Optimization exercise on an open flow, not production practice. RTL: at most simulated, not proved equivalent. Power: default activity.

==> flow/design.v <==
module gray_window_3x3 #(
  parameter int unsigned WIDTH  = 100,
  parameter int unsigned HEIGHT = 100
) (
  input  logic                      clk,
  input  logic                      rst_n,
  input  logic                      pix_valid,
  input  logic [7:0]                pix_in,
  input  logic                      sof,
  output logic                      win_valid,
  output logic [71:0]               win,
  output logic [$clog2(WIDTH)-1:0]  win_x,
  output logic [$clog2(HEIGHT)-1:0] win_y,
  output logic                      frame_done
);
  localparam int unsigned XW  = $clog2(WIDTH);
  localparam int unsigned YW  = $clog2(HEIGHT);
  localparam int unsigned LEN = 2 * WIDTH + 3;
  logic [XW-1:0] xm1_q;
  logic [YW-1:0] ym1_q;
  logic          acc_q;    
  logic [7:0] chain [LEN];
  always_ff @(posedge clk or negedge rst_n) begin
    if (!rst_n) begin
      xm1_q <= XW'(WIDTH - 2);
      ym1_q <= YW'(HEIGHT - 2);
      acc_q <= 1'b0;
    end else begin
      acc_q <= pix_valid;
      if (pix_valid) begin
        if (sof) begin
          xm1_q <= '1;
          ym1_q <= '1;
        end else if (xm1_q == XW'(WIDTH - 2)) begin
          xm1_q <= '1;
          ym1_q <= (ym1_q == YW'(HEIGHT - 2)) ? '1 : ym1_q + YW'(1);
        end else begin
          xm1_q <= xm1_q + XW'(1);
        end
      end
    end
  end
  always_ff @(posedge clk) begin
    if (pix_valid) begin
      chain[0] <= pix_in;
      for (int i = 1; i < LEN; i++) chain[i] <= chain[i-1];
    end
  end
  for (genvar r = 0; r < 3; r++) begin : g_row
    for (genvar c = 0; c < 3; c++) begin : g_col
      assign win[8*(3*r+c) +: 8] = chain[(2-r)*WIDTH + (2-c)];
    end
  end
  assign win_x      = xm1_q;
  assign win_y      = ym1_q;
  assign win_valid  = acc_q && (xm1_q != '1) && (xm1_q != '0)
                            && (ym1_q != '1) && (ym1_q != '0);
  assign frame_done = acc_q && (xm1_q == XW'(WIDTH - 2)) && (ym1_q == YW'(HEIGHT - 2));
endmodule
==> flow/run.sh <==
#!/bin/bash
# synth_recipe.tcl (not shown) runs the flow's synth.tcl, then flattens the netlist and writes it again
# the make line also repeats each setting of config.mk as NAME=value (left out here)
make -C /OpenROAD-flow-scripts/flow DESIGN_CONFIG=/design/flow/config.mk WORK_HOME=/design/flow/orfs CLKGATE_MAP_FILE= SYNTH_SCRIPT=/design/flow/synth_recipe.tcl finish
==> flow/config.mk <==
export PLATFORM = sky130hd
export DESIGN_NAME = gray_window_3x3
export DESIGN_NICKNAME = gray_window_3x3
export VERILOG_FILES = /design/flow/design.v
export SDC_FILE = /design/flow/constraint.sdc
export NUM_CORES = 4
export LEC_CHECK = 0
export CAP_MARGIN = 20
export CORE_MARGIN = 2
export CORE_UTILIZATION = 40
export SLEW_MARGIN = 20
==> flow/constraint.sdc <==
create_clock -name core_clock -period 10.0 [get_ports {clk}]
set_input_delay 2.0000 -clock core_clock [delete_from_list [all_inputs] [get_ports {clk}]]
set_output_delay 2.0000 -clock core_clock [all_outputs]
set_load 0.01 [all_outputs]
==> results.py, run 1 <==
metrics = {
    "yosys": {
        "synth_area_per_cell_um2": 28.8,
        "synth_cell_types": 35,
        "synthArstFlopShare_pct": 0.915,
        "ys_warn_count": 2,
        "synth_edf_count": 1624,
        "ys_ff_latch": 1639,
        "netlist_instances": 1728,
        "ys_seq_area_share_pct": 98.8,
        "synthesis.nets": 1746,
        "synth_area_um2": 49700,
        "synth_ff_type": "edfxtp_1",
    },
    "cts": {
        "cts-resized-gates": 0,
        "h-tree-depth": 4,
        "cts_root_buf": "clkbuf_16",
        "cts-buffers-inserted": 163,
        "cts_tree": "built",
        "post_cts_hold_buffer_count": 0,
        "cts.sinks": 1639,
        "path_clk_slew_ns": 0.06,
        "cts_buffer_depth": 3,
        "post_cts.repair.setup_buffers": 0,
        "clk_latency_ns": 0.76,
    },
    "floorplan": {
        "num_rows": 129,
        "ios": 100,
        "die_x_um": 357,
        "fp.dieArea_um2": 127000,
        "die_h_um": 357,
        "start_util_pct": 40.3,
        "core_um2": 123000,
    },
    "detailed_routing": {
        "drt-total-wl_um": 57000,
        "postRouteAntennaNets": 0,
        "vias": 16700,
        "wl_per_cell_um": 15.1,
        "viasPerCell": 4.43,
        "drt_iter0_drc": 1704,
        "drtPass1Iterations": 4,
        "drcViolationCount": 0,
    },
    "timing": {
        "finalSetupViolCount": 0,
        "layout_min_cycle_time_ns": 4.84,
        "slew_viol_final": 0,
        "rsz0062_at_grt": "false",
        "max_freq_ghz": 0.207,
        "finalSetupTns_ns": 0,
        "finalCritPeriodShare_pct": 48.4,
        "timing.hold.ws_ns": 0.386,
        "fin_worst_skew_ns": 0.0349,
        "worst_pin_slew_ns": 1.06,
        "max_slew_margin_pct": 29.0,
        "finalHoldViolations": 0,
    },
    "setup_path": {
        "worstSetupEndpointType": "output port",
        "cp_max_fo": 10,
        "worstSetupPathType": "reg2out",
        "arrival_ns": 2.84,
        "worstPathRequired_ns": 8.00,
        "crit_path_start_kind": "register",
    },
    "power_and_ir_drop": {
        "p_leak_nw": 19.3,
        "vdd_drop_max_v": 0.000164,
        "power.total_mw": 14.2,
        "p_per_area_nw_per_um2": 244,
    },
    "global_routing": {
        "grt_pass1_vias": 16900,
        "grt_max_degree": 218,
        "grt_pass1_wl_um": 93000,
        "antenna_found_initial": 0,
        "overflow": 0,
        "grt_use_total_pct": 9.10,
    },
    "layout": {
        "num_antenna_cells": 0,
        "final_cell_mix": "edfxtp_1, clkbuf_16, clkdlybuf4s50_1, clkbuf_1, clkinv_1",
        "final_nets": 2021,
        "final_layout_size_suffix_gt1_share_pct": 11.5,
        "final_common_cell": "edfxtp_1",
        "syn_to_final_growth_pct": 16.8,
        "final_util_pct": 47.1,
    },
    "status": {
        "status": "no timing/DRC/antenna violations",
    },
    "min_path": {
        "hold_class": "reg2reg",
    },
    "job": {
        "max_cap_viol_count": 0,
    },
    "placed_design": {
        "dp_hpwl_um": 23400,
        "port-buffer-count": 99,
        "routabilityCongestion": 0.747,
    },
}
## cells by family after synthesis
| group | share of synthesized area (%) |
|---|---|
| mux | 0.0428 |
| flops | 98.8 |
| buf+inv | 0.0704 |
| simple gates | 0.460 |
| compound gates | 0.445 |
| fa+ha+maj | 0.151 |
## metal layers
metal	wire length (µm)	vias up	share of wire (%)	track usage (%)
met2	23800	323	42	11.9
met5	0	-	0	0
met3	3130	174	5.5	3.23
met1	28000	8529	49	13.4
met4	1990	0	3.5	4.56
li1	-	7626	-	-
## power by group
part           switching (mW)  internal [mW]
Clock                    2.47           3.33
Combinational           0.174         0.0790
Sequential              0.122           8.00
Total                    2.76           11.4
## path summary, 6_finish.rpt
| check | endpoint | from | cells past startpoint | slack, ns |
|---|---|---|---|---|
| worst min register to register | chain[42][3]$_DFFE_PP_ | chain[41][3]$_DFFE_PP_ | 0 | 0.39 |
| worst max-delay path | frame_done | xm1_q[1]$_DFFE_PN1P_ | 5 | 5.16 |
| worst max register to register | xm1_q[0]$_DFFE_PN0P_ | xm1_q[0]$_DFFE_PN0P_ | 6 | 8.10 |
| worst min-delay path | chain[42][3]$_DFFE_PP_ | chain[41][3]$_DFFE_PP_ | 0 | 0.39 |
| min in group asynchronous | xm1_q[4]$_DFFE_PN0P_ | rst_n | 1 | 1.67 |
| max in group asynchronous | ym1_q[4]$_DFFE_PN0P_ | rst_n | 1 | 7.89 |
## per-stage QoR
| stage | cells | area, µm² | setup WS, ns |
|---|---|---|---|
| after detailed placement | 3473 | 52900 | 5.28 |
| after CTS | 3759 | 58100 | 5.10 |
| after floorplan | 1728 | 49700 | 6.56 |
| after global routing | 3761 | 58100 | 5.00 |
| final | 3761 | 58100 | 5.16 |
| after global placement | 3473 | 52900 | 5.44 |
## worst max-delay path, stage by stage, from the launching register on
cell and delay (ns):
dfstp_2 0.58, ha_1 0.18, and3_1 0.21, and2_1 0.38, and3_1 0.21, clkdlybuf4s50_1 0.53
## cell type report
class,count,area (µm²)
Clock inverter,86,848
Sequential cell,1639,49100
Fill cell,9849,65400
Inverter,5,18.8
Tap cell,1637,2050
Timing Repair Buffer,114,1240
Clock buffer,200,4260
Multi-Input combinational cell,80,547
## cells in the mapped netlist (all sizes together), types with 3 or more instances
cell type	count	area share [%]
dfrtp	9	0.45
inv	5	0.038
edfxtp	1624	98
nand4	3	0.038
o31a	3	0.053
o21ai	6	0.060
nand2	5	0.038
ha	6	0.15
dfstp	6	0.32
a41oi	3	0.053
a21oi	6	0.060
nor2	10	0.075
o22a	4	0.070
and3	5	0.068
o22ai	3	0.038
nand3	9	0.091
## flip-flops by register name, indices dropped and copies added, names as in the netlist
register / count
ym1_q: 7
chain: 1624
acc_q: 1
xm1_q: 7
==> inputs of run 2 (changes only) <==
==> flow/flow/run.sh (new file) <==
#!/bin/bash
# Standard layout, with a lighter clock tree (no dummy loads, one buffer
# type, larger sink clusters) and the smallest buffer on each port.
set -euo pipefail
export CTS_ARGS="-sink_clustering_enable -repair_clock_nets -dont_use_dummy_load -buf_list sky130_fd_sc_hd__clkbuf_8 -sink_clustering_size 20 -sink_clustering_max_diameter 50"
export BUFFER_PORTS_ARGS="-buffer_cell sky130_fd_sc_hd__buf_1"
bash standard.sh > standard_flow.log 2>&1
==> flow/standard.sh (new file) <==
#!/bin/bash
# synth_recipe.tcl (not shown) runs the flow's synth.tcl, then flattens the netlist and writes it again
# the make line also repeats each setting of config.mk as NAME=value (left out here)
make -C /OpenROAD-flow-scripts/flow DESIGN_CONFIG=/design/flow/config.mk WORK_HOME=/design/flow/orfs CLKGATE_MAP_FILE= SYNTH_SCRIPT=/design/flow/synth_recipe.tcl "${@:-finish}"
--- a/flow/config.mk
+++ b/flow/config.mk
@@ -9,3 +9,3 @@
 export CORE_MARGIN = 2
-export CORE_UTILIZATION = 40
+export CORE_UTILIZATION = 60
 export SLEW_MARGIN = 20
removed: flow/run.sh
==> run 2 against run 1 <==
Compared with the run above: sequential power about the same; register-to-register slack better by 0.08 ns; global-route usage up 3.7 points; clock power down 46%; utilization up 18 points; still clean on timing, DRC and antenna; critical endpoint unchanged; wire length down 6.4%; first-iteration DRC count down 16%; die area down 33%; clock-buffer cell count down 60.
==> results.py, run 2 <==
metrics = {
    "status": {
        "status": "no timing/DRC/antenna violations",
    },
    "yosys": {
        "synthesis.nets": 1746,
        "synthTopCellsByCount": "edfxtp_1, nor2_1, dfrtp_1, nand3_1",
        "ys_warn_count": 2,
        "yosysMostFrequentCell": "edfxtp_1",
        "yosysTopAreaCellShare_pct": 98.1,
        "synth_ff_type": "edfxtp_1",
        "netlist_instances": 1728,
        "ys_top_cells_by_area": "edfxtp_1, dfrtp_1, dfstp_2",
        "synthArstFlopShare_pct": 0.915,
        "ys_ff_latch": 1639,
        "yosys.area.top_type": "edfxtp_1",
        "synth_edf_count": 1624,
        "synth_cell_types": 35,
        "synth_area_um2": 49700,
        "synth_area_per_cell_um2": 28.8,
        "ys_seq_area_share_pct": 98.8,
    },
    "detailed_routing": {
        "postRouteAntennaNets": 0,
        "drt_iter0_drc": 1439,
        "drtPass1Iterations": 4,
        "wl_per_cell_um": 17.5,
        "drt-total-wl_um": 53300,
        "viasPerCell": 5.28,
        "vias": 16100,
        "drcViolationCount": 0,
    },
    "setup_path": {
        "startpoint": "xm1_q[1]$_DFFE_PN1P_",
        "worstSetupPathType": "reg2out",
        "r2r_start": "xm1_q[0]$_DFFE_PN0P_",
        "arrival_ns": 2.42,
        "cp-endpoint": "frame_done",
        "rrSetupSlack_ns": 8.18,
        "critical_path.max_stage_delay_ns": 0.60,
        "crit_path_start_kind": "register",
        "rr_worst_depth": 6,
        "cpMostUsedCell": "and3_1",
        "r2r-end": "xm1_q[0]$_DFFE_PN0P_",
        "worstSetupEndpointType": "output port",
        "cp_max_fo": 10,
        "critical-path-slowest-cell": "dfstp_2",
        "crit_chain": "ha_1 > and3_1 > and2_1 > and3_1 > buf_1",
        "worstPathRequired_ns": 8.00,
    },
    "timing": {
        "layout_min_cycle_time_ns": 4.42,
        "finalSetupViolCount": 0,
        "finalCritPeriodShare_pct": 44.2,
        "max_freq_ghz": 0.226,
        "finalSetupTns_ns": 0,
        "finalHoldViolations": 0,
        "rsz0062_at_grt": "false",
        "max_slew_margin_pct": 22.4,
        "fin_worst_skew_ns": 0.0509,
        "worst_pin_slew_ns": 1.16,
        "slew_viol_final": 0,
    },
    "floorplan": {
        "fp.dieArea_um2": 85200,
        "ios": 100,
        "num_rows": 105,
        "start_util_pct": 60.6,
        "core_um2": 82100,
        "die_x_um": 292,
        "die_h_um": 292,
    },
    "layout": {
        "reg_top3": "chain x1624, xm1_q x7, ym1_q x7",
        "fillCellCount": 5127,
        "syn_to_final_growth_pct": 7.68,
        "largest_reg_flops": 1624,
        "final_area_um2": 53600,
        "top_register": "chain",
        "final_common_cell": "edfxtp_1",
        "final_nets": 1996,
        "final_cell_mix": "edfxtp_1, clkbuf_8, buf_1, nor2_1",
        "final_layout_size_suffix_gt1_share_pct": 8.40,
    },
    "power_and_ir_drop": {
        "p_int_mw": 9.28,
        "p_leak_nw": 17.5,
        "switching_share_pct": 18.9,
        "power.total_mw": 11.4,
        "vdd_drop_max_v": 0.000124,
        "share_comb_of_total_power_pct": 1.8,
        "switching_power_mw": 2.16,
        "clkPwrFrac_pct": 27.3,
        "p_per_area_nw_per_um2": 214,
        "seq_power_share_pct": 70.9,
    },
    "cts": {
        "cts.sinks": 1639,
        "path_clk_slew_ns": 0.10,
        "h-tree-depth": 4,
        "cts_root_buf": "clkbuf_8",
        "post_cts.repair.setup_buffers": 0,
        "cts_tree": "built",
        "clk_latency_ns": 0.78,
        "cts-resized-gates": 0,
        "cts_buffer_depth": 3,
        "post_cts_hold_buffer_count": 0,
        "cts-buffers-inserted": 140,
    },
    "placed_design": {
        "dp_hpwl_um": 22400,
        "placedInstanceArea_um2": 51600,
        "routabilityCongestion": 0.712,
        "port-buffer-count": 99,
    },
    "global_routing": {
        "met2_usage_pct": 15.8,
        "grtUsageMet1_pct": 21.6,
        "grt_pass1_wl_um": 86200,
        "grt_max_degree": 215,
        "overflow": 0,
        "antenna_found_initial": 1,
        "grt_pass1_vias": 15800,
        "top_usage_layer": "met1",
        "met3_usage_pct": 3.17,
        "grt_use_total_pct": 12.8,
    },
    "min_path": {
        "hold_class": "reg2reg",
    },
    "job": {
        "max_cap_viol_count": 0,
    },
}
==> run 2: cell counts after synthesis <==
Identical to the previous run, type by type.
==> run 2: layer usage <==
metal,vias to the layer above,routed length [µm]
met5,-,0
met4,0,1550
met3,122,2220
met2,263,21600
met1,8278,28000
li1,7410,-
==> run 2: worst max-delay path: cells and delay by family (launching register included) <==
| family | cells | cell delay, ns |
|---|---|---|
| adders and majority gates | 1 | 0.17 |
| buffers and inverters | 1 | 0.15 |
| DFF | 1 | 0.60 |
| and+or+nand+nor | 3 | 0.75 |
==> run 2: worst min-delay path by stage <==
stage | startpoint | to | slack (ns) | depth (start not counted)
6_report | chain[136][2]$_DFFE_PP_ | chain[137][2]$_DFFE_PP_ | 0.37 | 0
2_1_floorplan | chain[99][0]$_DFFE_PP_ | chain[100][0]$_DFFE_PP_ | 0.40 | 0
3_5_place_dp | chain[105][7]$_DFFE_PP_ | chain[106][7]$_DFFE_PP_ | 0.40 | 0
5_1_grt | chain[66][4]$_DFFE_PP_ | chain[67][4]$_DFFE_PP_ | 0.37 | 0
4_1_cts | chain[66][4]$_DFFE_PP_ | chain[67][4]$_DFFE_PP_ | 0.37 | 0
3_3_place_gp | chain[51][2]$_DFFE_PP_ | chain[52][2]$_DFFE_PP_ | 0.40 | 0
==> run 2: kinds of logic (layout without fill, tap and decap cells) <==
kind of cell | after synthesis | in the layout | share of synthesized area [%]
flops | 1639 | 1639 | 98.8
other cells | 0 | 1 | 0
simple gates | 40 | 40 | 0.460
buf+inv | 9 | 257 | 0.0704
fa+ha+maj | 6 | 6 | 0.151
mux | 2 | 2 | 0.0428
compound gates | 32 | 32 | 0.445
==> run 2: power by group through the flow <==
stage / Sequential (mW) / Combinational (mW) / Clock, mW
floorplan: 8.22 / 0.0368 / 0
global placement: 8.26 / 0.202 / 0
finish: 8.11 / 0.208 / 3.13
detailed placement: 8.26 / 0.213 / 0
global route: 8.16 / 0.233 / 3.54
CTS: 8.12 / 0.211 / 3.30
==> run 2: cell type report <==
| class | count | area (µm²) | share of cell area, % |
|---|---|---|---|
| Sequential cell | 1639 | 49100 | 91.8 |
| Clock buffer | 140 | 1930 | 3.60 |
| Tap cell | 1070 | 1340 | 2.50 |
| Timing Repair Buffer | 112 | 568 | 1.06 |
| Multi-Input combinational cell | 80 | 547 | 1.02 |
| Inverter | 5 | 18.8 | 0.0350 |
| Antenna cell | 1 | 2.50 | 0.00467 |
==> run 2: metrics by stage <==
step                util, %  hold slack, ns  worst slack [ns]  std cells
floorplan                 -           0.400              6.56       1728
global placement       62.8           0.401              5.16       2905
detailed placement     62.8           0.405              5.02       2905
CTS                    65.2           0.367              5.46       3045
global route           65.2           0.371              5.42       3047
finish                 65.2           0.369              5.58       3047
==> inputs of run 3 (changes only) <==
--- a/flow/config.mk
+++ b/flow/config.mk
@@ -9,3 +9,3 @@
 export CORE_MARGIN = 2
-export CORE_UTILIZATION = 60
+export CORE_UTILIZATION = 75
 export SLEW_MARGIN = 20
==> run 3 against run 2 <==
Compared with the run above: design area down 1.2%; sequential share of layout area up 1.1 points; sequential power about the same; global-route usage rose by 2.6 points; clock power shrank 12%; flip-flop and latch count did not move; die area is 20% lower; worst setup slack improved by 0.043 ns; still clean on timing, DRC and antenna; via count is 1.5% lower.
==> results.py, run 3 <==
metrics = {
    "placed_design": {
        "port-buffer-count": 99,
        "routabilityCongestion": 0.748,
        "dp_hpwl_um": 23900,
    },
    "cts": {
        "cts_buffer_depth": 3,
        "post_cts.repair.setup_buffers": 0,
        "cts-resized-gates": 0,
        "clk_latency_ns": 0.71,
        "cts_tree": "built",
        "cts.sinks": 1639,
        "path_clk_slew_ns": 0.11,
        "cts_root_buf": "clkbuf_8",
        "h-tree-depth": 3,
        "cts-buffers-inserted": 111,
        "post_cts_hold_buffer_count": 0,
    },
    "timing": {
        "finalSetupTns_ns": 0,
        "worst_pin_slew_ns": 1.05,
        "max_slew_margin_pct": 30.0,
        "finalCritPeriodShare_pct": 43.8,
        "rsz0062_at_grt": "false",
        "slew_viol_final": 0,
        "layout_min_cycle_time_ns": 4.38,
        "finalSetupViolCount": 0,
        "finalHoldViolations": 0,
        "fin_worst_skew_ns": 0.0365,
        "max_freq_ghz": 0.228,
    },
    "yosys": {
        "yosysTopAreaCellShare_pct": 98.1,
        "ys_warn_count": 2,
        "ys_top_cells_by_area": "edfxtp_1, dfrtp_1, dfstp_2",
        "synthArstFlopShare_pct": 0.915,
        "yosysMostFrequentCell": "edfxtp_1",
        "synth_area_per_cell_um2": 28.8,
        "ys_ff_latch": 1639,
        "netlist_instances": 1728,
        "synthTopCellsByCount": "edfxtp_1, nor2_1, dfrtp_1, nand3_1",
        "synth_edf_count": 1624,
        "yosys.area.top_type": "edfxtp_1",
        "synth_compound_area_share_pct": 0.445,
        "synthMuxAreaShare_pct": 0.0428,
        "synth_top_family_by_area": "simple AND/OR/NAND/NOR gates",
        "ys_seq_area_share_pct": 98.8,
        "synth-adder-area-share_pct": 0.151,
        "synthesis.nets": 1746,
        "synth_ff_type": "edfxtp_1",
        "yosys.area_share.simple_pct": 0.460,
        "synth_xor_area_share_pct": 0,
        "synth_cell_types": 35,
        "synth_area_um2": 49700,
    },
    "setup_path": {
        "rrSetupSlack_ns": 8.15,
        "worstSetupPathType": "reg2out",
        "cp_max_fo": 10,
        "critical_path.max_stage_delay_ns": 0.59,
        "r2r_start": "xm1_q[0]$_DFFE_PN0P_",
        "crit_path_start_kind": "register",
        "arrival_ns": 2.38,
        "worstPathRequired_ns": 8.00,
        "r2r-end": "xm1_q[2]$_DFFE_PN0P_",
        "crit_chain": "ha_1 > and3_1 > and2_1 > and3_1 > buf_1",
        "worstSetupEndpointType": "output port",
        "critical-path-slowest-cell": "dfstp_2",
        "rr_worst_depth": 6,
        "cpMostUsedCell": "and3_1",
    },
    "min_path": {
        "whs_endpoint": "chain[199][6]$_DFFE_PP_",
        "min_from": "chain[198][6]$_DFFE_PP_",
        "whs_path_depth": 0,
        "hold_class": "reg2reg",
    },
    "floorplan": {
        "die_h_um": 262,
        "start_util_pct": 75.6,
        "ios": 100,
        "num_rows": 94,
        "fp.dieArea_um2": 68400,
        "die_x_um": 262,
        "core_um2": 65700,
    },
    "power_and_ir_drop": {
        "power.total_mw": 11.1,
        "p_leak_nw": 17.3,
        "p_per_area_nw_per_um2": 209,
        "vdd_drop_max_v": 0.000168,
    },
    "detailed_routing": {
        "drcViolationCount": 0,
        "drt_iter0_drc": 1469,
        "drtPass1Iterations": 5,
        "vias": 15800,
        "wl_per_cell_um": 18.6,
        "viasPerCell": 5.62,
        "postRouteAntennaNets": 0,
        "drt-total-wl_um": 52300,
    },
    "layout": {
        "multi_input_area_um2": 547,
        "top_register": "chain",
        "final_nets": 1971,
        "final_common_cell": "edfxtp_1",
        "fillCellCount": 2854,
        "syn_to_final_growth_pct": 6.36,
        "final_cell_mix": "edfxtp_1, clkbuf_8, buf_1, buf_4, nor2_1",
        "reg_top3": "chain x1624, xm1_q x7, ym1_q x7",
        "seq_area_um2": 49100,
        "largest_reg_flops": 1624,
        "final_layout_size_suffix_gt1_share_pct": 7.23,
    },
    "global_routing": {
        "grt_pass1_wl_um": 80800,
        "overflow": 0,
        "grt_max_degree": 206,
        "antenna_found_initial": 2,
        "grt_pass1_vias": 15000,
        "grt_use_total_pct": 15.4,
    },
    "job": {
        "max_cap_viol_count": 0,
    },
    "status": {
        "status": "no timing/DRC/antenna violations",
    },
}
-- run 3: how the worst max path moves through the flow --
| stage | depth (start not counted) | startpoint | end | slack, ns |
|---|---|---|---|---|
| final | 5 | xm1_q[1]$_DFFE_PN1P_ | frame_done | 5.62 |
| after global routing | 5 | xm1_q[1]$_DFFE_PN1P_ | frame_done | 5.39 |
| after floorplan | 4 | ym1_q[2]$_DFFE_PN0P_ | win_valid | 6.56 |
| after detailed placement | 3 | pix_valid | chain[195][0]$_DFFE_PP_ | 5.28 |
| after global placement | 3 | pix_valid | chain[201][0]$_DFFE_PP_ | 5.37 |
| after CTS | 5 | xm1_q[1]$_DFFE_PN1P_ | frame_done | 5.56 |
-- run 3: cells by family after synthesis --
kind of cell / after synthesis
DFF: 1639
and+or+nand+nor: 40
AOI/OAI and AO/OA: 32
buffers and inverters: 9
adders and majority gates: 6
muxes: 2
-- run 3: stage by stage --
| step | setup WS (ns) | hold WS [ns] | util (%) | std cells | instance area, µm² |
|---|---|---|---|---|---|
| floorplan | 6.56 | 0.400 | - | 1728 | 49700 |
| global placement | 5.37 | 0.401 | 78.1 | 2704 | 51400 |
| detailed placement | 5.28 | 0.405 | 78.1 | 2704 | 51400 |
| CTS | 5.56 | 0.387 | 80.4 | 2815 | 52900 |
| global route | 5.39 | 0.391 | 80.5 | 2817 | 52900 |
| finish | 5.62 | 0.387 | 80.5 | 2817 | 52900 |
-- run 3: layout make-up --
cell class	instances	area share, %
Antenna cell	2	0.00946
Clock buffer	111	2.89
Inverter	5	0.0355
Multi-Input combinational cell	80	1.03
Sequential cell	1639	92.9
Tap cell	864	2.04
Timing Repair Buffer	116	1.07
-- run 3: where the power goes --
part           internal [mW]  switching (mW)
combinational         0.0396           0.167
sequential              7.99           0.128
clock                  0.993            1.76
total                   9.02            2.06
-- run 3: layer usage --
layer | GRT usage (%) | part of all wire (%) | routed length (µm) | vias to the layer above
met1 | 27.0 | 51 | 26700 | 8094
li1 | - | - | - | 7353
met2 | 20.0 | 43 | 22200 | 292
met4 | 5.03 | 2.4 | 1270 | 0
met5 | 0 | 0 | 0 | -
met3 | 3.28 | 4.0 | 2070 | 96
-- run 3: worst max-delay path: cells and delay by family (launching register included) --
| kind | cells | cell delay [ns] |
|---|---|---|
| and+or+nand+nor | 3 | 0.78 |
| DFF | 1 | 0.59 |
| adders and majority gates | 1 | 0.18 |
| buffers and inverters | 1 | 0.15 |
==> inputs of run 4 (changes only) <==
--- a/flow/config.mk
+++ b/flow/config.mk
@@ -9,3 +9,3 @@
 export CORE_MARGIN = 2
-export CORE_UTILIZATION = 75
+export CORE_UTILIZATION = 85
 export SLEW_MARGIN = 20
==> run 4 against run 3 <==
Compared with the run above: the run now fails in detailed placement (3_5_place_dp); synthesized cell count unchanged; synthesized area unchanged.
==> results.py, run 4 <==
metrics = {
    "status": {
        "status": "aborted with a tool error",
        "lastStage": "detailed placement (3_5_place_dp)",
        "error_message": "Error: detail_place.tcl, 38 bad optional access",
    },
    "yosys": {
        "synthTopCellsByCount": "edfxtp_1, nor2_1, dfrtp_1, nand3_1",
        "synth_cell_types": 35,
        "synth_area_per_cell_um2": 28.8,
        "synthArstFlopShare_pct": 0.915,
        "synthesis.nets": 1746,
        "yosysMostFrequentCell": "edfxtp_1",
        "ys_top_cells_by_area": "edfxtp_1, dfrtp_1, dfstp_2",
        "yosysTopAreaCellShare_pct": 98.1,
        "synth_area_um2": 49700,
        "yosys.area.top_type": "edfxtp_1",
        "synth_ff_type": "edfxtp_1",
        "synth_edf_count": 1624,
        "ys_seq_area_share_pct": 98.8,
        "netlist_instances": 1728,
        "ys_ff_latch": 1639,
        "ys_warn_count": 2,
    },
    "floorplan": {
        "start_util_pct": 86.0,
        "num_rows": 88,
        "ios": 100,
        "die_h_um": 246,
        "die_x_um": 246,
    },
    "placed_design": {
        "port-buffer-count": 99,
        "routabilityCongestion": 0.754,
    },
}
-- run 4: cell counts after synthesis --
No cell type changed its count.
-- run 4: cells by family after synthesis --
group | share of synthesized area [%]
flip-flops | 98.8
AND/OR/NAND/NOR | 0.460
AO/OA/AOI/OAI | 0.445
buffers and inverters | 0.0704
adder cells (fa/ha/maj) | 0.151
multiplexers | 0.0428
-- run 4: power by group through the flow --
stage | sequential (mW) | clock (mW) | combinational [mW]
2_1_floorplan | 8.22 | 0 | 0.0368
3_3_place_gp | 8.26 | 0 | 0.198
-- run 4: worst min path at each step --
stage | startpoint | endpoint | slack [ns]
after floorplan | chain[99][0]$_DFFE_PP_ | chain[100][0]$_DFFE_PP_ | 0.40
after global placement | chain[134][5]$_DFFE_PP_ | chain[135][5]$_DFFE_PP_ | 0.40
-- run 4: per-stage QoR --
step              area [µm²]  std cells  worst slack, ns  power [mW]  hold slack (ns)
floorplan              49700       1728             6.56        8.26            0.400
global placement       51200       2603             5.39        8.45            0.402
==> inputs of run 5 (changes only) <==
==> flow/flow/run.sh (replaced) <==
#!/bin/bash
# Standard layout, with a lighter clock tree (no dummy loads, one buffer
# type, larger sink clusters) and the smallest buffer on each port.
set -euo pipefail
export CTS_ARGS="-sink_clustering_enable -repair_clock_nets -dont_use_dummy_load -buf_list sky130_fd_sc_hd__clkbuf_16 -sink_clustering_size 30 -sink_clustering_max_diameter 60"
export BUFFER_PORTS_ARGS="-buffer_cell sky130_fd_sc_hd__buf_1"
bash standard.sh > standard_flow.log 2>&1
--- a/flow/config.mk
+++ b/flow/config.mk
@@ -9,3 +9,3 @@
 export CORE_MARGIN = 2
-export CORE_UTILIZATION = 85
+export CORE_UTILIZATION = 60
 export SLEW_MARGIN = 20
==> run 5 against run 4 <==
Compared with the run above: now clean on timing, DRC and antenna; synthesized area is the same; synthesized cell count is the same.
==> results.py, run 5 <==
metrics = {
    "status": {
        "status": "no timing/DRC/antenna violations",
    },
    "setup_path": {
        "worstPathRequired_ns": 10.23,
        "worstSetupPathType": "in2reg",
        "worstSetupEndpointType": "register",
        "arrival_ns": 4.52,
        "cp_max_fo": 91,
        "crit_path_start_kind": "primary input",
    },
    "timing": {
        "layout_min_cycle_time_ns": 4.29,
        "worst_pin_slew_ns": 1.21,
        "finalCritPeriodShare_pct": 42.9,
        "slew_viol_final": 0,
        "rsz0062_at_grt": "false",
        "finalSetupViolCount": 0,
        "max_slew_margin_pct": 19.7,
        "finalSetupTns_ns": 0,
        "max_freq_ghz": 0.233,
        "fin_worst_skew_ns": 0.0487,
        "timing.hold.ws_ns": 0.376,
        "finalHoldViolations": 0,
    },
    "cts": {
        "cts_tree": "built",
        "path_clk_slew_ns": 0.08,
        "cts-resized-gates": 0,
        "cts_root_buf": "clkbuf_16",
        "cts.sinks": 1639,
        "clk_latency_ns": 0.65,
        "post_cts_hold_buffer_count": 0,
        "post_cts.repair.setup_buffers": 0,
        "h-tree-depth": 3,
        "cts-buffers-inserted": 88,
        "cts_buffer_depth": 3,
    },
    "yosys": {
        "ys_seq_area_share_pct": 98.8,
        "ys_top_cells_by_area": "edfxtp_1, dfrtp_1, dfstp_2",
        "synthArstFlopShare_pct": 0.915,
        "synthTopCellsByCount": "edfxtp_1, nor2_1, dfrtp_1, nand3_1",
        "synth_area_um2": 49700,
        "ys_ff_latch": 1639,
        "yosysTopAreaCellShare_pct": 98.1,
        "synth_edf_count": 1624,
        "netlist_instances": 1728,
        "yosysMostFrequentCell": "edfxtp_1",
        "synth_area_per_cell_um2": 28.8,
        "synth_ff_type": "edfxtp_1",
        "synth_cell_types": 35,
        "ys_warn_count": 2,
        "yosys.area.top_type": "edfxtp_1",
        "synthesis.nets": 1746,
    },
    "layout": {
        "final_cell_mix": "edfxtp_1, buf_1, clkbuf_16, nor2_1",
        "top_register": "chain",
        "largest_reg_flops": 1624,
        "final_nets": 1944,
        "reg_top3": "chain x1624, xm1_q x7, ym1_q x7",
        "final_layout_size_suffix_gt1_share_pct": 5.93,
        "final_common_cell": "edfxtp_1",
        "syn_to_final_growth_pct": 8.23,
        "num_antenna_cells": 0,
        "fillCellCount": 5081,
    },
    "placed_design": {
        "routabilityCongestion": 0.712,
        "dp_hpwl_um": 22400,
        "port-buffer-count": 99,
    },
    "detailed_routing": {
        "drt_iter0_drc": 1547,
        "drt-total-wl_um": 52300,
        "drtPass1Iterations": 5,
        "wl_per_cell_um": 17.5,
        "viasPerCell": 5.31,
        "vias": 15900,
        "postRouteAntennaNets": 0,
        "drcViolationCount": 0,
    },
    "floorplan": {
        "num_rows": 105,
        "core_um2": 82100,
        "ios": 100,
        "die_x_um": 292,
        "fp.dieArea_um2": 85200,
        "start_util_pct": 60.6,
        "die_h_um": 292,
    },
    "global_routing": {
        "grt_pass1_vias": 15200,
        "overflow": 0,
        "grt_use_total_pct": 12.4,
        "antenna_found_initial": 0,
        "grt_max_degree": 215,
        "grt_pass1_wl_um": 84300,
    },
    "job": {
        "max_cap_viol_count": 0,
    },
    "power_and_ir_drop": {
        "power.total_mw": 11.8,
        "vdd_drop_max_v": 0.000151,
        "p_leak_nw": 17.6,
        "p_per_area_nw_per_um2": 218,
    },
    "min_path": {
        "hold_class": "reg2reg",
    },
}
## run 5: cell counts after synthesis
Identical to the previous run, type by type.
## run 5: stage by stage
| stage | util, % | instances | setup WS, ns | instance area [µm²] |
|---|---|---|---|---|
| 5_1_grt | 65.6 | 2994 | 5.52 | 53800 |
| 6_report | 65.6 | 2994 | 5.71 | 53800 |
| 4_1_cts | 65.5 | 2993 | 5.68 | 53800 |
| 3_3_place_gp | 62.8 | 2905 | 5.16 | 51600 |
| 3_5_place_dp | 62.8 | 2905 | 5.02 | 51600 |
| 2_1_floorplan | - | 1728 | 6.56 | 49700 |
## run 5: power breakdown
part	switching (mW)	internal (mW)
sequential	0.122	7.99
clock	1.87	1.57
combinational	0.169	0.0399
total	2.16	9.60
## run 5: cells by family after synthesis
group | Yosys count | share of synthesized area (%)
AOI/OAI and AO/OA | 32 | 0.445
adders and majority gates | 6 | 0.151
buffers and inverters | 9 | 0.0704
DFF | 1639 | 98.8
muxes | 2 | 0.0428
and+or+nand+nor | 40 | 0.460
## run 5: area by class of cell
type	count	area, µm²	share of cell area [%]
inverter	5	18.8	0.0349
timing repair buffer	112	568	1.06
clock buffer	88	2200	4.09
tap	1070	1340	2.49
sequential	1639	49100	91.3
multi-input combinational	80	547	1.02
## run 5: critical path: stages
cell,delay [ns]
clkbuf_4,0.61
buf_4,0.90
buf_4,0.86
## run 5: layer usage
metal	global-route usage (%)	part of all wire (%)	vias to the layer above
li1	-	-	7331
met1	21.4	53	8252
met2	15.7	41	221
met3	2.61	3.4	101
met4	4.17	2.8	0
met5	0	0	-
## run 5: path summary, 6_finish.rpt
kind | slack, ns | endpoint | startpoint | depth (start not counted)
setup / recovery | 5.71 | chain[29][7]$_DFFE_PP_ | pix_valid | 3
max in group asynchronous | 7.99 | acc_q$_DFF_PN0_ | rst_n | 1
min in group asynchronous | 1.48 | xm1_q[0]$_DFFE_PN0P_ | rst_n | 1
hold reg to reg | 0.38 | chain[132][4]$_DFFE_PP_ | chain[131][4]$_DFFE_PP_ | 0
setup reg to reg | 8.17 | xm1_q[0]$_DFFE_PN0P_ | xm1_q[0]$_DFFE_PN0P_ | 6
hold / removal | 0.38 | chain[132][4]$_DFFE_PP_ | chain[131][4]$_DFFE_PP_ | 0
==> inputs of run 6 (changes only) <==
==> flow/flow/run.sh (replaced) <==
#!/bin/bash
# Standard layout, with a lighter clock tree (no dummy loads, one buffer
# type, larger sink clusters) and the smallest buffer on each port.
set -euo pipefail
export CTS_ARGS="-sink_clustering_enable -repair_clock_nets -dont_use_dummy_load -buf_list sky130_fd_sc_hd__clkbuf_8 -sink_clustering_size 25 -sink_clustering_max_diameter 45"
export BUFFER_PORTS_ARGS="-buffer_cell sky130_fd_sc_hd__buf_1"
bash standard.sh > standard_flow.log 2>&1
==> run 6 against run 5 <==
Compared with the run above: design area shrank 0.35%; still clean; final cell count is 1.9% higher; sequential share of layout area grew 0.32 points; largest cell class unchanged; combinational power barely moved; worst setup slack got worse by 0.15 ns.
==> results.py, run 6 <==
metrics = {
    "setup_path": {
        "worstSetupEndpointType": "output port",
        "arrival_ns": 2.44,
        "worstPathRequired_ns": 8.00,
        "cp_max_fo": 10,
        "worstSetupPathType": "reg2out",
        "crit_path_start_kind": "register",
    },
    "layout": {
        "final_nets": 2001,
        "final_common_cell": "edfxtp_1",
        "final_cell_mix": "edfxtp_1, clkbuf_8, buf_1, nor2_1",
        "seq_area_um2": 49100,
        "final_layout_size_suffix_gt1_share_pct": 8.63,
        "multi_input_area_um2": 547,
        "fillCellCount": 5122,
        "syn_to_final_growth_pct": 7.85,
        "reg_top3": "chain x1624, xm1_q x7, ym1_q x7",
        "largest_reg_flops": 1624,
        "top_register": "chain",
        "final_area_um2": 53600,
    },
    "global_routing": {
        "grt_max_degree": 215,
        "grt_pass1_vias": 15800,
        "grt_pass1_wl_um": 85800,
        "overflow": 0,
        "antenna_found_initial": 1,
        "grt_use_total_pct": 12.7,
    },
    "cts": {
        "cts-buffers-inserted": 144,
        "clk_latency_ns": 0.78,
        "cts_buffer_depth": 3,
        "cts-resized-gates": 0,
        "h-tree-depth": 4,
        "path_clk_slew_ns": 0.09,
        "cts_tree": "built",
        "cts_root_buf": "clkbuf_8",
        "post_cts_hold_buffer_count": 0,
        "cts.sinks": 1639,
        "post_cts.repair.setup_buffers": 0,
    },
    "timing": {
        "layout_min_cycle_time_ns": 4.44,
        "slew_viol_final": 0,
        "finalCritPeriodShare_pct": 44.4,
        "fin_worst_skew_ns": 0.0575,
        "max_freq_ghz": 0.225,
        "timing.hold.ws_ns": 0.370,
        "rsz0062_at_grt": "false",
        "max_slew_margin_pct": 24.8,
        "finalHoldViolations": 0,
        "finalSetupTns_ns": 0,
        "fin_ws_ns": 5.56,
        "worst_pin_slew_ns": 1.13,
        "finalSetupViolCount": 0,
    },
    "yosys": {
        "synthesis.nets": 1746,
        "netlist_instances": 1728,
        "yosys.area.top_type": "edfxtp_1",
        "yosysTopAreaCellShare_pct": 98.1,
        "yosysMostFrequentCell": "edfxtp_1",
        "synth_area_um2": 49700,
        "synthArstFlopShare_pct": 0.915,
        "ys_seq_area_share_pct": 98.8,
        "synth_edf_count": 1624,
        "synthTopCellsByCount": "edfxtp_1, nor2_1, dfrtp_1, nand3_1",
        "ys_warn_count": 2,
        "ys_top_cells_by_area": "edfxtp_1, dfrtp_1, dfstp_2",
        "ys_ff_latch": 1639,
        "synth_cell_types": 35,
        "synth_ff_type": "edfxtp_1",
        "synth_area_per_cell_um2": 28.8,
    },
    "floorplan": {
        "num_rows": 105,
        "fp.dieArea_um2": 85200,
        "die_h_um": 292,
        "ios": 100,
        "die_x_um": 292,
        "core_um2": 82100,
        "start_util_pct": 60.6,
    },
    "placed_design": {
        "port-buffer-count": 99,
        "routabilityCongestion": 0.712,
        "dp_hpwl_um": 22400,
        "place_ws_ns": 5.02,
        "placedInstanceArea_um2": 51600,
    },
    "detailed_routing": {
        "wl_per_cell_um": 17.5,
        "vias": 16100,
        "postRouteAntennaNets": 0,
        "drtPass1Iterations": 4,
        "drt_iter0_drc": 1327,
        "viasPerCell": 5.29,
        "drcViolationCount": 0,
        "drt-total-wl_um": 53300,
    },
    "power_and_ir_drop": {
        "power.total_mw": 11.5,
        "clkPwrFrac_pct": 27.5,
        "switching_share_pct": 18.9,
        "share_comb_of_total_power_pct": 1.8,
        "p_leak_nw": 17.6,
        "switching_power_mw": 2.17,
        "p_int_mw": 9.32,
        "p_per_area_nw_per_um2": 214,
        "vdd_drop_max_v": 0.000131,
        "seq_power_share_pct": 70.6,
    },
    "status": {
        "status": "no timing/DRC/antenna violations",
    },
    "job": {
        "max_cap_viol_count": 0,
    },
    "min_path": {
        "hold_class": "reg2reg",
    },
}
## run 6: critical path: stages, from the launching register on
cell and delay [ns]:
dfstp_2 0.59, ha_1 0.17, and3_1 0.21, and2_1 0.35, and3_1 0.21, buf_1 0.15
## run 6: metrics by stage
step	instances	util, %
CTS	3049	65.2
detailed placement	2905	62.8
global route	3052	65.3
floorplan	1728	-
finish	3052	65.3
global placement	2905	62.8
## run 6: worst paths after layout
path	endpoint	slack (ns)	cells after the start	startpoint
min reg2reg	chain[66][2]$_DFFE_PP_	0.37	0	chain[65][2]$_DFFE_PP_
max	frame_done	5.56	5	xm1_q[1]$_DFFE_PN1P_
max in group asynchronous	ym1_q[4]$_DFFE_PN0P_	8.12	1	rst_n
min	chain[66][2]$_DFFE_PP_	0.37	0	chain[65][2]$_DFFE_PP_
min in group asynchronous	xm1_q[4]$_DFFE_PN0P_	1.31	1	rst_n
max reg2reg	xm1_q[0]$_DFFE_PN0P_	8.18	6	xm1_q[0]$_DFFE_PN0P_
## run 6: cell type report
cell class                 count  area share [%]
timing repair buffer         113            1.11
tap                         1070            2.50
clock buffer                 144            3.70
multi-input combinational     80            1.02
antenna                        1         0.00467
sequential                  1639            91.6
inverter                       5          0.0350
## run 6: power groups by stage
stage / clock network [mW] / logic [mW] / registers [mW]
2_1_floorplan: 0 / 0.0368 / 8.22
3_3_place_gp: 0 / 0.202 / 8.26
3_5_place_dp: 0 / 0.213 / 8.26
4_1_cts: 3.34 / 0.211 / 8.13
5_1_grt: 3.58 / 0.234 / 8.16
6_report: 3.16 / 0.210 / 8.11
## run 6: per-layer routing
layer	GRT usage, %	vias to the layer above	routed length, µm
met2	15.8	276	21700
met5	0	-	0
met1	21.5	8317	27900
met4	5.71	0	1550
met3	3.09	128	2220
li1	-	7427	-
## run 6: kinds of logic after synthesis
family,after synthesis,share of synthesized area (%)
AO/OA/AOI/OAI,32,0.445
flip-flops,1639,98.8
AND/OR/NAND/NOR,40,0.460
buffers and inverters,9,0.0704
adder cells (fa/ha/maj),6,0.151
multiplexers,2,0.0428
==> inputs of run 7 (changes only) <==
==> flow/flow/run.sh (replaced) <==
#!/bin/bash
# Standard layout, with a lighter clock tree (no dummy loads, one buffer
# type, larger sink clusters) and the smallest buffer on each port.
set -euo pipefail
export CTS_ARGS="-sink_clustering_enable -repair_clock_nets -dont_use_dummy_load -buf_list sky130_fd_sc_hd__clkbuf_8 -sink_clustering_size 28 -sink_clustering_max_diameter 40"
export BUFFER_PORTS_ARGS="-buffer_cell sky130_fd_sc_hd__buf_1"
bash standard.sh > standard_flow.log 2>&1
--- a/flow/config.mk
+++ b/flow/config.mk
@@ -9,3 +9,3 @@
 export CORE_MARGIN = 2
-export CORE_UTILIZATION = 60
+export CORE_UTILIZATION = 80
 export SLEW_MARGIN = 20
==> run 7 against run 6 <==
Compared with the run above: the run now fails in detailed placement (3_5_place_dp); synthesized cell count stayed put; synthesized area stayed put.
==> results.py, run 7 <==
metrics = {
    "floorplan": {
        "die_x_um": 253,
        "num_rows": 91,
        "die_h_um": 253,
        "ios": 100,
        "start_util_pct": 80.7,
    },
    "yosys": {
        "ys_top_cells_by_area": "edfxtp_1, dfrtp_1, dfstp_2",
        "synth_cell_types": 35,
        "synth_area_per_cell_um2": 28.8,
        "yosys.area.top_type": "edfxtp_1",
        "netlist_instances": 1728,
        "ys_ff_latch": 1639,
        "synth_edf_count": 1624,
        "synthTopCellsByCount": "edfxtp_1, nor2_1, dfrtp_1, nand3_1",
        "synthesis.nets": 1746,
        "ys_seq_area_share_pct": 98.8,
        "synth_ff_type": "edfxtp_1",
        "yosysMostFrequentCell": "edfxtp_1",
        "synthArstFlopShare_pct": 0.915,
        "synth_area_um2": 49700,
        "yosysTopAreaCellShare_pct": 98.1,
        "ys_warn_count": 2,
    },
    "placed_design": {
        "routabilityCongestion": 0.774,
        "port-buffer-count": 99,
        "dp_hpwl_um": 34900,
    },
    "status": {
        "error_message": "[ERROR DPL-0033] detailed placement checks failed during check placement.",
        "lastStage": "detailed placement (3_5_place_dp)",
        "status": "aborted with a tool error",
    },
}
[run 7: cell counts after synthesis]
Identical to the previous run, type by type.
[run 7: power by group through the flow]
stage / Sequential, mW / Combinational, mW / Clock, mW
2_1_floorplan: 8.22 / 0.0368 / 0
3_3_place_gp: 8.26 / 0.199 / 0
[run 7: cell families after synthesis]
group	after synthesis	share of synthesized area, %
AND/OR/NAND/NOR	40	0.460
buffers and inverters	9	0.0704
multiplexers	2	0.0428
AO/OA/AOI/OAI	32	0.445
adder cells (fa/ha/maj)	6	0.151
flip-flops	1639	98.8
[run 7: through the flow]
step / cell area, µm² / power (mW) / setup slack [ns]
global placement: 51300 / 8.45 / 5.51
floorplan: 49700 / 8.26 / 6.56
[run 7: worst min path at each step]
stage	start	end	slack, ns	depth (start not counted)
floorplan	chain[99][0]$_DFFE_PP_	chain[100][0]$_DFFE_PP_	0.40	0
global placement	chain[157][4]$_DFFE_PP_	chain[158][4]$_DFFE_PP_	0.40	0
==> inputs of run 8 (changes only) <==
==> flow/flow/run.sh (replaced) <==
#!/bin/bash
# Standard layout, with a lighter clock tree (no dummy loads, one buffer
# type, larger sink clusters) and the smallest buffer on each port.
set -euo pipefail
export CTS_ARGS="-sink_clustering_enable -repair_clock_nets -dont_use_dummy_load -buf_list sky130_fd_sc_hd__clkbuf_8 -sink_clustering_size 20 -sink_clustering_max_diameter 80"
export BUFFER_PORTS_ARGS="-buffer_cell sky130_fd_sc_hd__buf_1"
bash standard.sh > standard_flow.log 2>&1
--- a/flow/config.mk
+++ b/flow/config.mk
@@ -9,3 +9,3 @@
 export CORE_MARGIN = 2
-export CORE_UTILIZATION = 80
+export CORE_UTILIZATION = 75
 export SLEW_MARGIN = 20
==> run 8 against run 7 <==
Compared with the run above: now clean on timing, DRC and antenna; synthesized area is the same; synthesized cell count is the same.
==> results.py, run 8 <==
metrics = {
    "yosys": {
        "netlist_instances": 1728,
        "synthArstFlopShare_pct": 0.915,
        "synth_area_um2": 49700,
        "yosys.area.top_type": "edfxtp_1",
        "synth_edf_count": 1624,
        "ys_ff_latch": 1639,
        "synth_area_per_cell_um2": 28.8,
        "synth_ff_type": "edfxtp_1",
        "ys_top_cells_by_area": "edfxtp_1, dfrtp_1, dfstp_2",
        "synth_cell_types": 35,
        "yosysTopAreaCellShare_pct": 98.1,
        "synthTopCellsByCount": "edfxtp_1, nor2_1, dfrtp_1, nand3_1",
        "ys_warn_count": 2,
        "yosysMostFrequentCell": "edfxtp_1",
        "synthesis.nets": 1746,
        "ys_seq_area_share_pct": 98.8,
    },
    "power_and_ir_drop": {
        "vdd_drop_max_v": 0.000170,
        "p_leak_nw": 17.2,
        "p_per_area_nw_per_um2": 206,
        "power.total_mw": 10.9,
    },
    "floorplan": {
        "die_h_um": 262,
        "fp.dieArea_um2": 68400,
        "core_um2": 65700,
        "ios": 100,
        "die_x_um": 262,
        "num_rows": 94,
        "start_util_pct": 75.6,
    },
    "cts": {
        "cts_tree": "built",
        "post_cts.repair.setup_buffers": 0,
        "cts-buffers-inserted": 91,
        "path_clk_slew_ns": 0.10,
        "clk_latency_ns": 0.70,
        "cts_buffer_depth": 3,
        "h-tree-depth": 3,
        "cts_root_buf": "clkbuf_8",
        "cts.sinks": 1639,
        "post_cts_hold_buffer_count": 0,
        "cts-resized-gates": 0,
    },
    "min_path": {
        "hold_class": "reg2reg",
        "min_from": "chain[161][7]$_DFFE_PP_",
    },
    "detailed_routing": {
        "wl_per_cell_um": 18.4,
        "vias": 15600,
        "postRouteAntennaNets": 0,
        "drt_iter0_drc": 1542,
        "drt-total-wl_um": 51500,
        "viasPerCell": 5.58,
        "drcViolationCount": 0,
        "drtPass1Iterations": 5,
    },
    "global_routing": {
        "grt_max_degree": 206,
        "overflow": 0,
        "grt_use_total_pct": 15.2,
        "grt_pass1_wl_um": 79700,
        "grt_pass1_vias": 14800,
        "antenna_found_initial": 1,
    },
    "layout": {
        "top_register": "chain",
        "final_common_cell": "edfxtp_1",
        "fillCellCount": 2902,
        "final_cell_mix": "edfxtp_1, buf_1, clkbuf_8, buf_4, nor2_1",
        "seq_area_um2": 49100,
        "syn_to_final_growth_pct": 5.80,
        "final_layout_size_suffix_gt1_share_pct": 6.27,
        "largest_reg_flops": 1624,
        "multi_input_area_um2": 547,
        "reg_top3": "chain x1624, xm1_q x7, ym1_q x7",
        "final_nets": 1951,
    },
    "status": {
        "status": "no timing/DRC/antenna violations",
    },
    "timing": {
        "slew_viol_final": 0,
        "layout_min_cycle_time_ns": 4.39,
        "finalSetupTns_ns": 0,
        "fin_worst_skew_ns": 0.0285,
        "finalSetupViolCount": 0,
        "max_freq_ghz": 0.228,
        "rsz0062_at_grt": "false",
        "finalCritPeriodShare_pct": 43.9,
        "max_slew_margin_pct": 30.5,
        "worst_pin_slew_ns": 1.04,
        "finalHoldViolations": 0,
    },
    "setup_path": {
        "worstPathRequired_ns": 8.00,
        "worstSetupPathType": "reg2out",
        "arrival_ns": 2.39,
        "crit_path_start_kind": "register",
        "r2r_start": "xm1_q[0]$_DFFE_PN0P_",
        "startpoint": "xm1_q[1]$_DFFE_PN1P_",
        "cp_max_fo": 10,
        "worstSetupEndpointType": "output port",
    },
    "placed_design": {
        "port-buffer-count": 99,
        "dp_hpwl_um": 23900,
        "routabilityCongestion": 0.748,
    },
    "job": {
        "max_cap_viol_count": 0,
    },
}
[run 8: cell type report]
type / instances / share of cell area, %
sequential: 1639 / 93.4
antenna: 1 / 0.00476
clock buffer: 91 / 2.38
multi-input combinational: 80 / 1.04
tap: 864 / 2.05
inverter: 5 / 0.0357
timing repair buffer: 116 / 1.07
[run 8: logic make-up (layout without fill, tap and decap cells)]
| kind of cell | count (synthesis) | in the layout | share of synthesized area, % |
|---|---|---|---|
| flip-flops | 1639 | 1639 | 98.8 |
| AND/OR/NAND/NOR | 40 | 40 | 0.460 |
| AO/OA/AOI/OAI | 32 | 32 | 0.445 |
| buffers and inverters | 9 | 212 | 0.0704 |
| adder cells (fa/ha/maj) | 6 | 6 | 0.151 |
| multiplexers | 2 | 2 | 0.0428 |
| other | 0 | 1 | 0 |
[run 8: worst paths after layout]
| path | endpoint | cells after the start | slack [ns] |
|---|---|---|---|
| worst max-delay path | frame_done | 5 | 5.61 |
| worst min-delay path | chain[162][7]$_DFFE_PP_ | 0 | 0.40 |
| worst max register to register | xm1_q[2]$_DFFE_PN0P_ | 6 | 8.16 |
| worst min register to register | chain[162][7]$_DFFE_PP_ | 0 | 0.40 |
| max in group asynchronous | ym1_q[2]$_DFFE_PN0P_ | 1 | 8.11 |
| min in group asynchronous | xm1_q[2]$_DFFE_PN0P_ | 1 | 1.36 |
[run 8: critical path, cell delays in order (launching register included)]
cell,delay [ns]
dfstp_2,0.60
ha_1,0.18
and3_1,0.22
and2_1,0.35
and3_1,0.20
buf_1,0.15
[run 8: power breakdown]
group	internal, mW	switching [mW]	total (mW)
sequential	7.99	0.127	8.11
combinational	0.0396	0.167	0.207
clock	0.825	1.71	2.53
[run 8: routing by layer]
layer  vias up  track usage, %  routed length (µm)
li1       7312               -                   -
met1      7972            26.7               26500
met2       239            20.0               21900
met3        91            3.16                1940
met4         0            4.53                1140
met5         -               0                   0
[run 8: through the flow]
step | cell area (µm²) | cells | setup WS, ns | hold WS, ns | util, %
finish | 52600 | 2796 | 5.61 | 0.405 | 80.0
global route | 52600 | 2796 | 5.38 | 0.408 | 80.0
CTS | 52600 | 2795 | 5.55 | 0.402 | 80.0
detailed placement | 51400 | 2704 | 5.28 | 0.405 | 78.1
global placement | 51400 | 2704 | 5.37 | 0.401 | 78.1
floorplan | 49700 | 1728 | 6.56 | 0.400 | -
==> inputs of run 9 (changes only) <==
--- a/flow/design.v
+++ b/flow/design.v
@@ -21,3 +21,8 @@
   logic          acc_q;    
-  logic [7:0] chain [LEN];
+  logic x_last, y_last;
+  assign x_last = xm1_q[6] & xm1_q[5] & xm1_q[1] & ~xm1_q[0];
+  assign y_last = ym1_q[6] & ym1_q[5] & ym1_q[1] & ~ym1_q[0];
+  logic x_neg, y_neg;
+  assign x_neg = xm1_q[6] & xm1_q[5] & xm1_q[4];
+  assign y_neg = ym1_q[6] & ym1_q[5] & ym1_q[4];
   always_ff @(posedge clk or negedge rst_n) begin
@@ -30,11 +35,5 @@
       if (pix_valid) begin
-        if (sof) begin
-          xm1_q <= '1;
-          ym1_q <= '1;
-        end else if (xm1_q == XW'(WIDTH - 2)) begin
-          xm1_q <= '1;
-          ym1_q <= (ym1_q == YW'(HEIGHT - 2)) ? '1 : ym1_q + YW'(1);
-        end else begin
-          xm1_q <= xm1_q + XW'(1);
-        end
+        xm1_q <= (sof || x_last) ? '1 : xm1_q + XW'(1);
+        if (sof || (x_last && y_last)) ym1_q <= '1;
+        else if (x_last)               ym1_q <= ym1_q + YW'(1);
       end
@@ -42,2 +41,3 @@
   end
+  logic [7:0] chain [LEN];
   always_ff @(posedge clk) begin
@@ -55,5 +55,4 @@
   assign win_y      = ym1_q;
-  assign win_valid  = acc_q && (xm1_q != '1) && (xm1_q != '0)
-                            && (ym1_q != '1) && (ym1_q != '0);
-  assign frame_done = acc_q && (xm1_q == XW'(WIDTH - 2)) && (ym1_q == YW'(HEIGHT - 2));
+  assign win_valid  = acc_q && !x_neg && (xm1_q != '0) && !y_neg && (ym1_q != '0);
+  assign frame_done = acc_q && x_last && y_last;
 endmodule
--- a/flow/config.mk
+++ b/flow/config.mk
@@ -7,5 +7,5 @@
 export LEC_CHECK = 0
-export CAP_MARGIN = 20
+export CAP_MARGIN = 5
 export CORE_MARGIN = 2
 export CORE_UTILIZATION = 75
-export SLEW_MARGIN = 20
+export SLEW_MARGIN = 5
==> run 9 against run 8 <==
Compared with the run above: register-to-register slack gained 0.03 ns; final cell count down 0.68%; power rose by 0.66%; clock power is essentially flat; via count is 0.69% lower; worst setup slack gained 0.32 ns; sequential share of layout area up 0.18 points; clock-buffer cell count stayed put; die area is 0.18% lower; synthesized area shrank 0.18%; first-iteration DRC count down 1.2%; fmax up 7.9%; critical path type unchanged.
==> results.py, run 9 <==
metrics = {
    "layout": {
        "syn_to_final_growth_pct": 5.79,
        "final_layout_size_suffix_gt1_share_pct": 6.01,
        "largest_reg_flops": 1624,
        "final_area_um2": 52500,
        "seq_area_um2": 49100,
        "final_cell_mix": "edfxtp_1, buf_1, clkbuf_8, nand2_1, dfrtp_1",
        "top_register": "chain",
        "multi_input_area_um2": 455,
        "reg_top3": "chain x1624, xm1_q x7, ym1_q x7",
        "fillCellCount": 2895,
        "final_nets": 1930,
        "final_common_cell": "edfxtp_1",
    },
    "cts": {
        "path_clk_slew_ns": 0.12,
        "h-tree-depth": 3,
        "cts-resized-gates": 0,
        "post_cts.repair.setup_buffers": 0,
        "cts_tree": "built",
        "cts.sinks": 1639,
        "cts_buffer_depth": 3,
        "cts-buffers-inserted": 91,
        "clk_latency_ns": 0.70,
        "cts_root_buf": "clkbuf_8",
        "post_cts_hold_buffer_count": 0,
    },
    "floorplan": {
        "start_util_pct": 75.6,
        "die_x_um": 261,
        "core_um2": 65600,
        "num_rows": 94,
        "ios": 100,
        "fp.dieArea_um2": 68300,
        "die_h_um": 261,
    },
    "timing": {
        "max_slew_margin_pct": 29.8,
        "finalSetupViolCount": 0,
        "slew_viol_final": 0,
        "max_freq_ghz": 0.246,
        "layout_min_cycle_time_ns": 4.06,
        "timing.hold.ws_ns": 0.378,
        "rsz0062_at_grt": "false",
        "finalHoldViolations": 0,
        "fin_worst_skew_ns": 0.0504,
        "worst_pin_slew_ns": 1.05,
        "finalCritPeriodShare_pct": 40.6,
        "finalSetupTns_ns": 0,
    },
    "global_routing": {
        "antenna_found_initial": 2,
        "grt_max_degree": 208,
        "grt_pass1_vias": 15100,
        "grt_pass1_wl_um": 83000,
        "grt_use_total_pct": 16.0,
        "overflow": 0,
    },
    "yosys": {
        "synth_cell_types": 31,
        "synthesis.nets": 1728,
        "ys_warn_count": 2,
        "synth_area_per_cell_um2": 29.0,
        "netlist_instances": 1712,
        "synthTopCellsByCount": "edfxtp_1, nand2_1, dfrtp_1",
        "ys_top_cells_by_area": "edfxtp_1, dfrtp_1, dfstp_2",
        "synth_edf_count": 1624,
        "yosysTopAreaCellShare_pct": 98.2,
        "yosys.area.top_type": "edfxtp_1",
        "yosysMostFrequentCell": "edfxtp_1",
        "synth_area_um2": 49600,
        "synthArstFlopShare_pct": 0.915,
        "synth_ff_type": "edfxtp_1",
        "ys_seq_area_share_pct": 99.0,
        "ys_ff_latch": 1639,
    },
    "placed_design": {
        "routabilityCongestion": 0.733,
        "dp_hpwl_um": 25900,
        "port-buffer-count": 99,
        "placedInstanceArea_um2": 51300,
    },
    "detailed_routing": {
        "drcViolationCount": 0,
        "drt_iter0_drc": 1524,
        "postRouteAntennaNets": 0,
        "viasPerCell": 5.58,
        "drtPass1Iterations": 4,
        "wl_per_cell_um": 19.3,
        "drt-total-wl_um": 53500,
        "vias": 15500,
    },
    "setup_path": {
        "cp_top_family": "flip-flops",
        "r2r_start": "xm1_q[5]$_DFFE_PN1P_",
        "worstPathRequired_ns": 8.00,
        "cp_max_fo": 5,
        "rrSetupSlack_ns": 8.19,
        "worstSetupPathType": "reg2out",
        "crit_path_start_kind": "register",
        "arrival_ns": 2.06,
        "crit_buf_inv": 2,
        "r2r-end": "ym1_q[1]$_DFFE_PN1P_",
        "critical-path-slowest-cell": "dfstp_2",
        "rr_worst_depth": 3,
        "critical_path.max_stage_delay_ns": 0.59,
        "crit_chain": "inv_1 > nor4_1 > and2_1 > buf_1",
        "worstSetupEndpointType": "output port",
    },
    "power_and_ir_drop": {
        "vdd_drop_max_v": 0.000156,
        "p_per_area_nw_per_um2": 208,
        "p_leak_nw": 17.1,
        "power.total_mw": 10.9,
    },
    "min_path": {
        "whs_endpoint": "chain[200][5]$_DFFE_PP_",
        "whs_path_depth": 0,
        "min_from": "chain[199][5]$_DFFE_PP_",
        "hold_class": "reg2reg",
    },
    "job": {
        "max_cap_viol_count": 0,
    },
    "status": {
        "status": "no timing/DRC/antenna violations",
    },
}
-- run 9: kinds of logic (layout without fill, tap and decap cells) --
group / Yosys count / in the layout / synth area share, %
fa+ha+maj: 4 / 4 / 0.101
xor+xnor: 8 / 8 / 0.141
compound gates: 17 / 17 / 0.275
flops: 1639 / 1639 / 99.0
buf+inv: 7 / 207 / 0.0731
other cells: 0 / 1 / 0
simple gates: 37 / 37 / 0.401
-- run 9: worst reg2reg max path: stages, from the launching register on --
cell and delay (ns):
dfstp_2 0.61, and4b_1 0.51, o21ai_0 0.33, a32oi_1 0.28
-- run 9: metrics by stage --
| stage | util (%) | worst slack (ns) | instances |
|---|---|---|---|
| floorplan | - | 6.74 | 1712 |
| global placement | 78.1 | 5.78 | 2685 |
| detailed placement | 78.1 | 5.69 | 2685 |
| CTS | 80.0 | 5.88 | 2776 |
| global route | 80.0 | 5.83 | 2777 |
| finish | 80.0 | 5.94 | 2777 |
-- run 9: layout make-up --
cell class / count / share of cell area [%]
tap: 864 / 2.06
sequential: 1639 / 93.6
inverter: 4 / 0.0286
antenna: 1 / 0.00476
multi-input combinational: 66 / 0.867
clock buffer: 91 / 2.38
timing repair buffer: 112 / 1.07
-- run 9: worst max path at each step --
stage                              end            startpoint  slack [ns]  depth (start not counted)
6_report                    frame_done  xm1_q[1]$_DFFE_PN1P_        5.94                          4
2_1_floorplan                win_valid  xm1_q[1]$_DFFE_PN1P_        6.74                          5
5_1_grt                     frame_done  ym1_q[5]$_DFFE_PN1P_        5.83                          4
3_5_place_dp   chain[105][0]$_DFFE_PP_             pix_valid        5.69                          3
4_1_cts                      win_valid  xm1_q[1]$_DFFE_PN1P_        5.88                          6
3_3_place_gp   chain[107][0]$_DFFE_PP_             pix_valid        5.78                          3
-- run 9: report_power, final --
group	total, mW	internal (mW)	switching, mW	leakage, nW
Clock	2.52	0.824	1.69	0.654
Combinational	0.253	0.0588	0.195	0.416
Sequential	8.15	8.00	0.153	16.1
Total	10.9	8.89	2.04	17.1
-- run 9: routing by layer --
metal / wire [µm] / part of all wire (%) / vias up / global-route usage, %
met4: 1050 / 2.0 / 0 / 5.15
met5: 0 / 0 / - / 0
met3: 1790 / 3.3 / 77 / 2.55
li1: - / - / 7227 / -
met1: 26600 / 50 / 7963 / 27.2
met2: 24100 / 45 / 239 / 22.3
==> inputs of run 10 (changes only) <==
--- a/flow/config.mk
+++ b/flow/config.mk
@@ -7,5 +7,5 @@
 export LEC_CHECK = 0
-export CAP_MARGIN = 5
+export CAP_MARGIN = 20
 export CORE_MARGIN = 2
 export CORE_UTILIZATION = 75
-export SLEW_MARGIN = 5
+export SLEW_MARGIN = 20
==> run 10 against run 9 <==
Compared with the run above: still clean on timing, DRC and antenna; utilization about the same; final cell count about the same; combinational power about the same.
==> results.py, run 10 <==
metrics = {
    "yosys": {
        "yosys.area.top_type": "edfxtp_1",
        "ys_top_cells_by_area": "edfxtp_1, dfrtp_1, dfstp_2",
        "synth_cell_types": 31,
        "synthesis.nets": 1728,
        "ys_seq_area_share_pct": 99.0,
        "synth_ff_type": "edfxtp_1",
        "yosysTopAreaCellShare_pct": 98.2,
        "ys_ff_latch": 1639,
        "yosysMostFrequentCell": "edfxtp_1",
        "synth_edf_count": 1624,
        "synth_area_um2": 49600,
    },
    "cts": {
        "h-tree-depth": 3,
        "cts.sinks": 1639,
        "cts_root_buf": "clkbuf_8",
        "cts_buffer_depth": 3,
        "clk_latency_ns": 0.70,
        "cts-resized-gates": 0,
        "cts_tree": "built",
        "cts-buffers-inserted": 91,
        "post_cts_hold_buffer_count": 0,
        "path_clk_slew_ns": 0.12,
        "post_cts.repair.setup_buffers": 0,
    },
    "detailed_routing": {
        "drcViolationCount": 0,
        "wl_per_cell_um": 19.3,
        "vias": 15500,
        "postRouteAntennaNets": 0,
        "drtPass1Iterations": 6,
        "drt_iter0_drc": 1500,
    },
    "setup_path": {
        "critical_path.max_stage_delay_ns": 0.59,
        "crit_buf_inv": 2,
        "cp_max_fo": 5,
        "crit_path_start_kind": "register",
        "cp_top_family": "flip-flops",
        "worstSetupEndpointType": "output port",
        "crit_chain": "inv_1 > nor4_1 > and2_1 > buf_1",
        "arrival_ns": 2.06,
        "worstPathRequired_ns": 8.00,
        "worstSetupPathType": "reg2out",
    },
    "placed_design": {
        "place_inst": 2685,
        "dp_hpwl_um": 25900,
        "place_ws_ns": 5.69,
        "routabilityCongestion": 0.733,
    },
    "timing": {
        "fin_worst_skew_ns": 0.0495,
        "finalCritPeriodShare_pct": 40.6,
        "finalHoldViolations": 0,
        "rsz0062_at_grt": "false",
        "max_freq_ghz": 0.246,
        "worst_pin_slew_ns": 1.07,
        "fin_ws_ns": 5.94,
        "slew_viol_final": 0,
        "layout_min_cycle_time_ns": 4.06,
        "finalSetupTns_ns": 0,
    },
    "global_routing": {
        "grt_max_degree": 208,
        "overflow": 0,
        "grt_pass1_wl_um": 83000,
        "grt_use_total_pct": 16.0,
    },
    "min_path": {
        "hold_class": "reg2reg",
    },
    "status": {
        "status": "no timing/DRC/antenna violations",
    },
    "floorplan": {
        "start_util_pct": 75.6,
        "num_rows": 94,
        "ios": 100,
        "core_um2": 65600,
    },
    "layout": {
        "final_nets": 1931,
        "final_common_cell": "edfxtp_1",
        "final_layout_size_suffix_gt1_share_pct": 6.06,
        "top_register": "chain",
        "syn_to_final_growth_pct": 5.83,
    },
    "power_and_ir_drop": {
        "p_leak_nw": 17.1,
        "vdd_drop_max_v": 0.000156,
        "p_per_area_nw_per_um2": 208,
    },
    "job": {
        "max_cap_viol_count": 0,
    },
}
run 10: final cells by class:
cell class | count | area, µm²
sequential | 1639 | 49100
multi-input combinational | 66 | 455
timing repair buffer | 113 | 581
clock buffer | 91 | 1250
inverter | 4 | 15.0
antenna | 1 | 2.50
fill | 2893 | 13100
tap | 864 | 1080
run 10: cells by family (layout without fill, tap and decap cells):
| kind of cell | Yosys count | after routing | share of synthesized area, % |
|---|---|---|---|
| AND/OR/NAND/NOR | 37 | 37 | 0.401 |
| XOR/XNOR | 8 | 8 | 0.141 |
| flip-flops | 1639 | 1639 | 99.0 |
| adder cells (fa/ha/maj) | 4 | 4 | 0.101 |
| AO/OA/AOI/OAI | 17 | 17 | 0.275 |
| other | 0 | 1 | 0 |
| buffers and inverters | 7 | 208 | 0.0731 |
run 10: stage by stage:
step | power [mW] | utilization, % | cell area (µm²) | hold WS, ns
5_1_grt | 11.3 | 80.1 | 52500 | 0.390
2_1_floorplan | 8.32 | - | 49600 | 0.400
6_report | 10.9 | 80.1 | 52500 | 0.382
3_5_place_dp | 8.56 | 78.1 | 51300 | 0.405
4_1_cts | 11.1 | 80.0 | 52500 | 0.366
3_3_place_gp | 8.53 | 78.1 | 51300 | 0.401
run 10: routing by layer:
| layer | global-route usage (%) | vias to the layer above | routed length [µm] |
|---|---|---|---|
| met3 | 2.55 | 78 | 1770 |
| met4 | 5.15 | 0 | 1060 |
| met2 | 22.3 | 234 | 24000 |
| li1 | - | 7230 | - |
| met5 | 0 | - | 0 |
| met1 | 27.2 | 7966 | 26700 |
run 10: path summary, 6_finish.rpt:
| check | startpoint | endpoint | slack [ns] | cells past startpoint |
|---|---|---|---|---|
| max | xm1_q[1]$_DFFE_PN1P_ | frame_done | 5.94 | 4 |
| min | chain[199][5]$_DFFE_PP_ | chain[200][5]$_DFFE_PP_ | 0.38 | 0 |
| max reg2reg | xm1_q[5]$_DFFE_PN1P_ | ym1_q[1]$_DFFE_PN1P_ | 8.19 | 3 |
| min reg2reg | chain[199][5]$_DFFE_PP_ | chain[200][5]$_DFFE_PP_ | 0.38 | 0 |
| max in group asynchronous | rst_n | xm1_q[2]$_DFFE_PN0P_ | 8.14 | 1 |
| min in group asynchronous | rst_n | ym1_q[2]$_DFFE_PN0P_ | 1.36 | 1 |
run 10: power by group:
part	total, mW	switching, mW	internal, mW
registers	8.15	0.152	8.00
clock network	2.52	1.69	0.824
logic	0.254	0.195	0.0596
total	10.9	2.04	8.89
